This design comes from an exercise in tuning for small area, a short achievable clock period and few clock cycles on the open sky130 flow, not from production work.
RTL that was checked went through simulation tests only; none was proved equivalent to the original.

==> inputs of run a <==
## raster_top
module raster_top (
    input  logic                clk_i,
    input  logic                nrst_i,
    input  raster_pkg::addr_t   s_awaddr_i,
    input  logic                s_awvalid_i,
    output logic                s_awready_o,
    input  logic [31:0]         s_wdata_i,
    input  logic                s_wvalid_i,
    output logic                s_wready_o,
    output logic                s_bvalid_o,
    input  logic                s_bready_i,
    input  raster_pkg::addr_t   s_araddr_i,
    input  logic                s_arvalid_i,
    output logic                s_arready_o,
    output logic [31:0]         s_rdata_o,
    output logic                s_rvalid_o,
    input  logic                s_rready_i
);
Settings: LEC_CHECK=0, ABC_AREA=1, ABC_CLOCK_PERIOD_IN_PS=40000, CAP_MARGIN=20, CELL_PAD_IN_SITES_DETAIL_PLACEMENT=1, CELL_PAD_IN_SITES_GLOBAL_PLACEMENT=2, CORE_MARGIN=2, CORE_UTILIZATION=35, CTS_CLUSTER_DIAMETER=100, CTS_CLUSTER_SIZE=20, GPL_ROUTABILITY_DRIVEN=1, SLEW_MARGIN=20; clock period 220.0 ns.
standard.sh (not shown) runs the stock make flow with config.mk's settings and CLKGATE_MAP_FILE= SYNTH_SCRIPT=/design/flow/synth_recipe.tcl, a recipe that flattens the netlist after the stock synthesis.
==> flow/flow/run.sh <==
#!/bin/bash
# Own flow: the standard layout (standard.sh, unchanged synthesis) with
# two changes: port buffers are buf_2 instead of the default delay buffer,
# and the timing repair steps improve every path whose slack is below the
# margin, so the paths from the inputs and to the outputs get sized too.
set -o pipefail
export BUFFER_PORTS_ARGS="-buffer_cell sky130_fd_sc_hd__buf_2"
export SETUP_SLACK_MARGIN=174.8
bash standard.sh > standard.log 2>&1
==> run b: changes against run a <==
--- a/flow/design.v
+++ b/flow/design.v
@@ -82,17 +82,15 @@
     logic        start_q, pop_q, vwr_q;
     logic        busy_q, culled_q, fast_q, fresh_q, cdone_q, cullr_q;
     logic        walk_q, tval_q, krdy_q, tdrdy_q;
     logic [3:0]  cnt_q, skip_q;
     logic        headv_q;
     logic [3:0]  pcnt_q;
     logic [8:0]  sx_q, sy_q, hx_q, hy_q;
-    logic [47:0] t0_q, t1_q, td1_q;
-    logic [37:0] k1_q, k3_q;
-    logic [42:0] td0_q;
+    logic [47:0] t0_q, t1_q, k1_q, k3_q, td0_q, td1_q;
     logic [31:0] hl0_q, hl1_q;
     localparam logic [4:0] Q_IDLE = 5'd0,  Q_DET1 = 5'd1,  Q_DET2 = 5'd2,  Q_CCHK = 5'd3,
                            Q_S1   = 5'd4,  Q_S2   = 5'd5,  Q_S3   = 5'd6,  Q_SCHK = 5'd7,
                            Q_E0A  = 5'd8,  Q_E0B  = 5'd9,  Q_E1A  = 5'd10, Q_E1B  = 5'd11,
                            Q_WAITR = 5'd12, Q_T0P = 5'd13, Q_T1P  = 5'd14, Q_K1P  = 5'd15,
                            Q_K3P  = 5'd16, Q_D0A  = 5'd17, Q_D0B  = 5'd18, Q_TD0P = 5'd19,
                            Q_D1A  = 5'd20, Q_D1B  = 5'd21, Q_TD1P = 5'd22, Q_DONE = 5'd23;
@@ -127,15 +125,15 @@
     endfunction
     assign bx0 = clampi(ixmin, 9'd319);
     assign bx1 = clampi(ixmax, 9'd319);
     assign by0 = clampi(iymin, 9'd239);
     assign by1 = clampi(iymax, 9'd239);
     assign xspan = rca17({ixmax[15], ixmax}, ~{ixmin[15], ixmin}, 1'b1);
     assign yspan = rca17({iymax[15], iymax}, ~{iymin[15], iymin}, 1'b1);
-    assign fast_c = (xspan < 17'd32) && (yspan < 17'd32) && !ixmax[15] && !iymax[15]
+    assign fast_c = (xspan < 17'd64) && (yspan < 17'd64) && !ixmax[15] && !iymax[15]
                     && (ixmin[15] || ixmin < 16'd320) && (iymin[15] || iymin < 16'd240);
     assign inrange = (vx0[31] == vx0[30]) && (vy0[31] == vy0[30]) && (vx1[31] == vx1[30])
                      && (vy1[31] == vy1[30]) && (vx2[31] == vx2[30]) && (vy2[31] == vy2[30]);
     logic        prod;           
     logic [3:0]  asel, bsel;
     logic [2:0]  vsel;
     logic [31:0] opa, opb;
@@ -324,31 +322,29 @@
     assign adv = proc && !park && move_ok;
     assign inc = proc && isnew;
     assign cap_h = proc && cov && (rel == 5'd0) && !hv_e;
     assign cnt_n = cnt_e + {3'd0, inc};
     assign skip_d = skip_q + {3'd0, inc} - {3'd0, adv && cov};
     assign rel_n = {1'b0, cnt_n} - {1'b0, skip_d};
     assign rewind = pop_q && headv_q && !cap_h && !rel_n[4] && (rel_n != 5'd0);
-    logic        tstep;
     logic [47:0] t0_step, t1_step;
-    assign tstep = adv && !at_end && fast_q;
-    assign t0_step = rca48(t0_q, !tstep ? 48'd0 : at_xend ? {{5{td0_q[42]}}, td0_q} : {{10{k1_q[37]}}, k1_q}, 1'b0);
-    assign t1_step = rca48(t1_q, !tstep ? 48'd0 : at_xend ? td1_q : {{10{k3_q[37]}}, k3_q}, 1'b0);
+    assign t0_step = rca48(t0_q, at_xend ? td0_q : k1_q, 1'b0);
+    assign t1_step = rca48(t1_q, at_xend ? td1_q : k3_q, 1'b0);
     logic wr, rd, head_wait;
     logic [31:0] rmux, fmux;
     logic [3:0]  ra;
-    logic arbsy_q, awrdy_q, arrdy_q;
+    logic awrdy_q, ardy_q;
     assign s_awready_o = awrdy_q;
     assign s_wready_o = awrdy_q;
-    assign s_arready_o = arrdy_q;
+    assign s_arready_o = ardy_q;
     assign s_bvalid_o = bvalid_q;
     assign s_rvalid_o = rvalid_q;
     assign s_rdata_o = rdata_q;
     assign wr = s_awvalid_i && s_wvalid_i && awrdy_q;
-    assign rd = s_arvalid_i && arrdy_q;
+    assign rd = s_arvalid_i && ardy_q;
     assign head_wait = (cnt_q != 4'd0) && !headv_q;
     logic [31:0] hl2;
     assign hl2 = rca32(~hl0_q, ~hl1_q, 1'b1) + 32'h0001_0001;
     logic [31:0] pos;
     assign pos = {(cnt_q != 4'd0), 6'd0, hy_q, 7'd0, hx_q};
     always_comb begin
         case (rpaddr_q)
@@ -378,47 +374,49 @@
     end
     logic pwait, rslow;
     assign pwait = (rpaddr_q[3:2] == 2'b10) && head_wait;
     assign rslow = (!ra[3] && (ra[2] || ra[1])) || (ra[3:2] == 2'b10 && head_wait);
     always_ff @(posedge clk_i or negedge nrst_i) begin
         if (!nrst_i) begin
             bvalid_q <= 1'b0;
+            awrdy_q <= 1'b1;
             rvalid_q <= 1'b0;
-            arbsy_q <= 1'b0;
-            awrdy_q <= 1'b0;
-            arrdy_q <= 1'b0;
+            ardy_q <= 1'b1;
             rpend_q <= 1'b0;
             start_q <= 1'b0;
             pop_q <= 1'b0;
             vwr_q <= 1'b0;
         end else begin
-            if (wr) bvalid_q <= 1'b1;
-            else if (s_bready_i) bvalid_q <= 1'b0;
-            awrdy_q <= !(wr || (bvalid_q && !s_bready_i));
-            arrdy_q <= !(rd || (arbsy_q && !(!rpend_q && rvalid_q && s_rready_i)));
+            if (wr) begin
+                bvalid_q <= 1'b1;
+                awrdy_q <= 1'b0;
+            end else if (bvalid_q && s_bready_i) begin
+                bvalid_q <= 1'b0;
+                awrdy_q <= 1'b1;
+            end
             start_q <= wr && (s_awaddr_i[5:2] == 4'd0) && s_wdata_i[0];
             pop_q <= wr && (s_awaddr_i[5:2] == 4'd12) && (cnt_q != 4'd0);
             vwr_q <= wr && !s_awaddr_i[5] && (s_awaddr_i[4] || s_awaddr_i[3]);
             if (rd) begin
-                arbsy_q <= 1'b1;
+                ardy_q <= 1'b0;
                 if (rslow) rpend_q <= 1'b1;
                 else rvalid_q <= 1'b1;
             end else if (rpend_q) begin
                 if (!pwait) begin
                     rpend_q <= 1'b0;
                     rvalid_q <= 1'b1;
                 end
             end else if (rvalid_q && s_rready_i) begin
                 rvalid_q <= 1'b0;
-                arbsy_q <= 1'b0;
+                ardy_q <= 1'b1;
             end
         end
     end
     always_ff @(posedge clk_i) begin
-        if (!arbsy_q) begin
+        if (ardy_q) begin
             rdata_q <= rmux;
             rpaddr_q <= ra;
         end else if (rpend_q && !pwait) rdata_q <= fmux;
         if (wr) begin
             case (s_awaddr_i[5:2])
                 4'd2: vx0 <= s_wdata_i;
                 4'd3: vy0 <= s_wdata_i;
@@ -465,15 +463,14 @@
                 end
             end
             case (seq_q)
                 Q_DET2: if (pdone) seq_q <= Q_CCHK;
                 Q_CCHK: begin
                     if (!inrange || amb) seq_q <= Q_S1;
                     else seq_q <= cull_fast ? Q_IDLE : Q_E0A;
-                    if (adet[31:16] == 16'd0) fast_q <= 1'b0;
                 end
                 Q_S3: if (pdone) seq_q <= Q_SCHK;
                 Q_SCHK: seq_q <= cull_now ? Q_IDLE : Q_E0A;
                 Q_E1B: if (pdone) seq_q <= (dst_q == D_RDY || rc_q) ? Q_T0P : Q_WAITR;
                 Q_WAITR: if (dst_q == D_RDY) seq_q <= Q_T0P;
                 Q_T1P: if (pdone) begin
                     tval_q <= 1'b1;
@@ -560,41 +557,48 @@
                     culled_q <= 1'b0;
                     walk_q <= 1'b1;
                 end
             end
         end
     end
     always_ff @(posedge clk_i) begin
-        acc_q <= acc_n;         
-        t0_q <= (pdone && (seq_q == Q_E0B || seq_q == Q_T0P)) ? acc_n : t0_step;
-        t1_q <= (pdone && (seq_q == Q_E1B || seq_q == Q_T1P)) ? acc_n : t1_step;
-    end
-    always_ff @(posedge clk_i) begin
         if (restart) begin
             sx_q <= bx0;
             sy_q <= by0;
         end else begin
+            if (prod) acc_q <= acc_n;
             if (rewind) begin
                 sx_q <= hx_q;
                 sy_q <= hy_q;
             end else begin
+                if (pdone) begin
+                    case (seq_q)
+                        Q_E0B, Q_T0P: t0_q <= acc_n;
+                        Q_E1B, Q_T1P: t1_q <= acc_n;
+                        default: ;
+                    endcase
+                end
                 if (adv && !at_end) begin
+                    if (fast_q) begin
+                        t0_q <= t0_step;
+                        t1_q <= t1_step;
+                    end
                     if (at_xend) begin
                         sx_q <= bx0;
                         sy_q <= sy_q + 9'd1;
                     end else sx_q <= sx_q + 9'd1;
                 end
             end
             if (pdone) begin
                 case (seq_q)
                     Q_DET1, Q_S1, Q_S2, Q_E0A, Q_E1A: td1_q <= acc_tr;
                     Q_D0A, Q_D1A, Q_D1B, Q_TD1P: td1_q <= acc_n;
-                    Q_D0B, Q_TD0P: td0_q <= acc_n[42:0];
-                    Q_K1P: k1_q <= acc_n[37:0];
-                    Q_K3P: k3_q <= acc_n[37:0];
+                    Q_D0B, Q_TD0P: td0_q <= acc_n;
+                    Q_K1P: k1_q <= acc_n;
+                    Q_K3P: k3_q <= acc_n;
                     default: ;
                 endcase
             end
             if (cap_h) begin
                 hx_q <= sx_q; hy_q <= sy_q;
                 hl0_q <= l0; hl1_q <= l1;
             end
==> flow/run.sh (new file) <==
#!/bin/bash
# synth_recipe.tcl (not shown) runs the flow's synth.tcl, then flattens the netlist and writes it again
# the make line also repeats each setting of config.mk as NAME=value (left out here)
make -C /OpenROAD-flow-scripts/flow DESIGN_CONFIG=/design/flow/config.mk WORK_HOME=/design/flow/orfs CLKGATE_MAP_FILE= SYNTH_SCRIPT=/design/flow/synth_recipe.tcl finish
Settings changed: CTS_CLUSTER_DIAMETER 100 to default, CTS_CLUSTER_SIZE 20 to default.
removed: flow/flow/run.sh
removed: flow/standard.sh
==> notes <==
Run a finished with timing, DRC and antenna clean. Run b produced a clean layout.
In run b the maximum frequency is lower than in run a, by 2.7%.
Register-to-register slack: run a is higher than run b (1.6 ns).
Against run a, the final area of run b is higher by about 8%.
Global-route usage: run a is higher than run b (0.28 points).
Of run b and run a, run b has the higher area after synthesis (gap about 5%, measured against run a).
First-iteration DRC count: run a is lower than run b (about 6%).
Clock-buffer cell count: run a is lower than run b (52).
Between run a and run b, the lower sequential cell count is in run a (gap 24).
==> figures <==
                                                                                   run b                      run a
Final area over synthesized area                                                  1.113x                     1.087x
Last weighted congestion value of the routability-driven placer                    0.963                      0.991
Depth of the worst hold-timing path                                                    1                          0
Syn nets                                                                           7,816                      7,481
Initial antenna violation count                                                       33                         22
Slew margin rel.                                                                   13.6%                      11.4%
Metal3 WL                                                                        19.9 mm                    19.6 mm
Number of antenna diodes                                                              13                          7
Levels on crit path                                                                    7                          1
Final clock period utilization by the worst path                                   21.3%                      20.7%
Via count of the first global-routing pass                                        56,199                     53,707
Number of instances in the synthesized netlist                                     7,220                      6,881
Outcome                                                          complete, no violations    complete, no violations
Data required time of the critical path                                        220.51 ns                  176.00 ns
Yosys top cell area share                                                          34.7%                      27.7%
Taps Inserted                                                                      2,310                      2,189
Synthesized-area fraction occupied by ao, oa, aoi and oai cells                    17.4%                      18.8%
Worst r2r dst                                                         t1_q[47]$_DFFE_PP_        td1_q[47]$_DFFE_PP_
Cell type of the slowest stage on the worst timing path          sky130_fd_sc_hd__nor2_1  sky130_fd_sc_hd__edfxtp_1
Time the final worst path needs with I/O delays and setup                       46.75 ns                   45.51 ns
Testbench counts of run b, summed over its fixed seeds: cycles 33,572.
For run a, only the layout was checked, not whether the RTL still works.

## separate check: timing with driven ports
The results above use ideal ports. As a check the final layouts listed here were re-extracted and re-timed, cells and wires unchanged. Step 1 assumes that a clkbuf_16 drives the clock port and a buf_2 every other input. Step 2 adds t to the input delays and takes it off the output delays; t is the mean of the earliest and latest rising clock arrival at the registers after step 1. Input paths then give back, and output paths get back, about the clock's delay inside the block. a / b / c = ideal / step 1 / step 2; a / b = the first two.
run	t, ns	slack for setup (ns)	clock arrival spread, ns
run a	0.826	174.487 / 174.399 / 173.914	0.058 / 0.058
run b	0.847	173.246 / 173.307 / 172.460	0.039 / 0.039
After both steps setup and hold are still met in every run listed. For run b, which loses most, drivers alone change the setup slack by +0.061 ns; drivers and shift together by -0.786 ns.
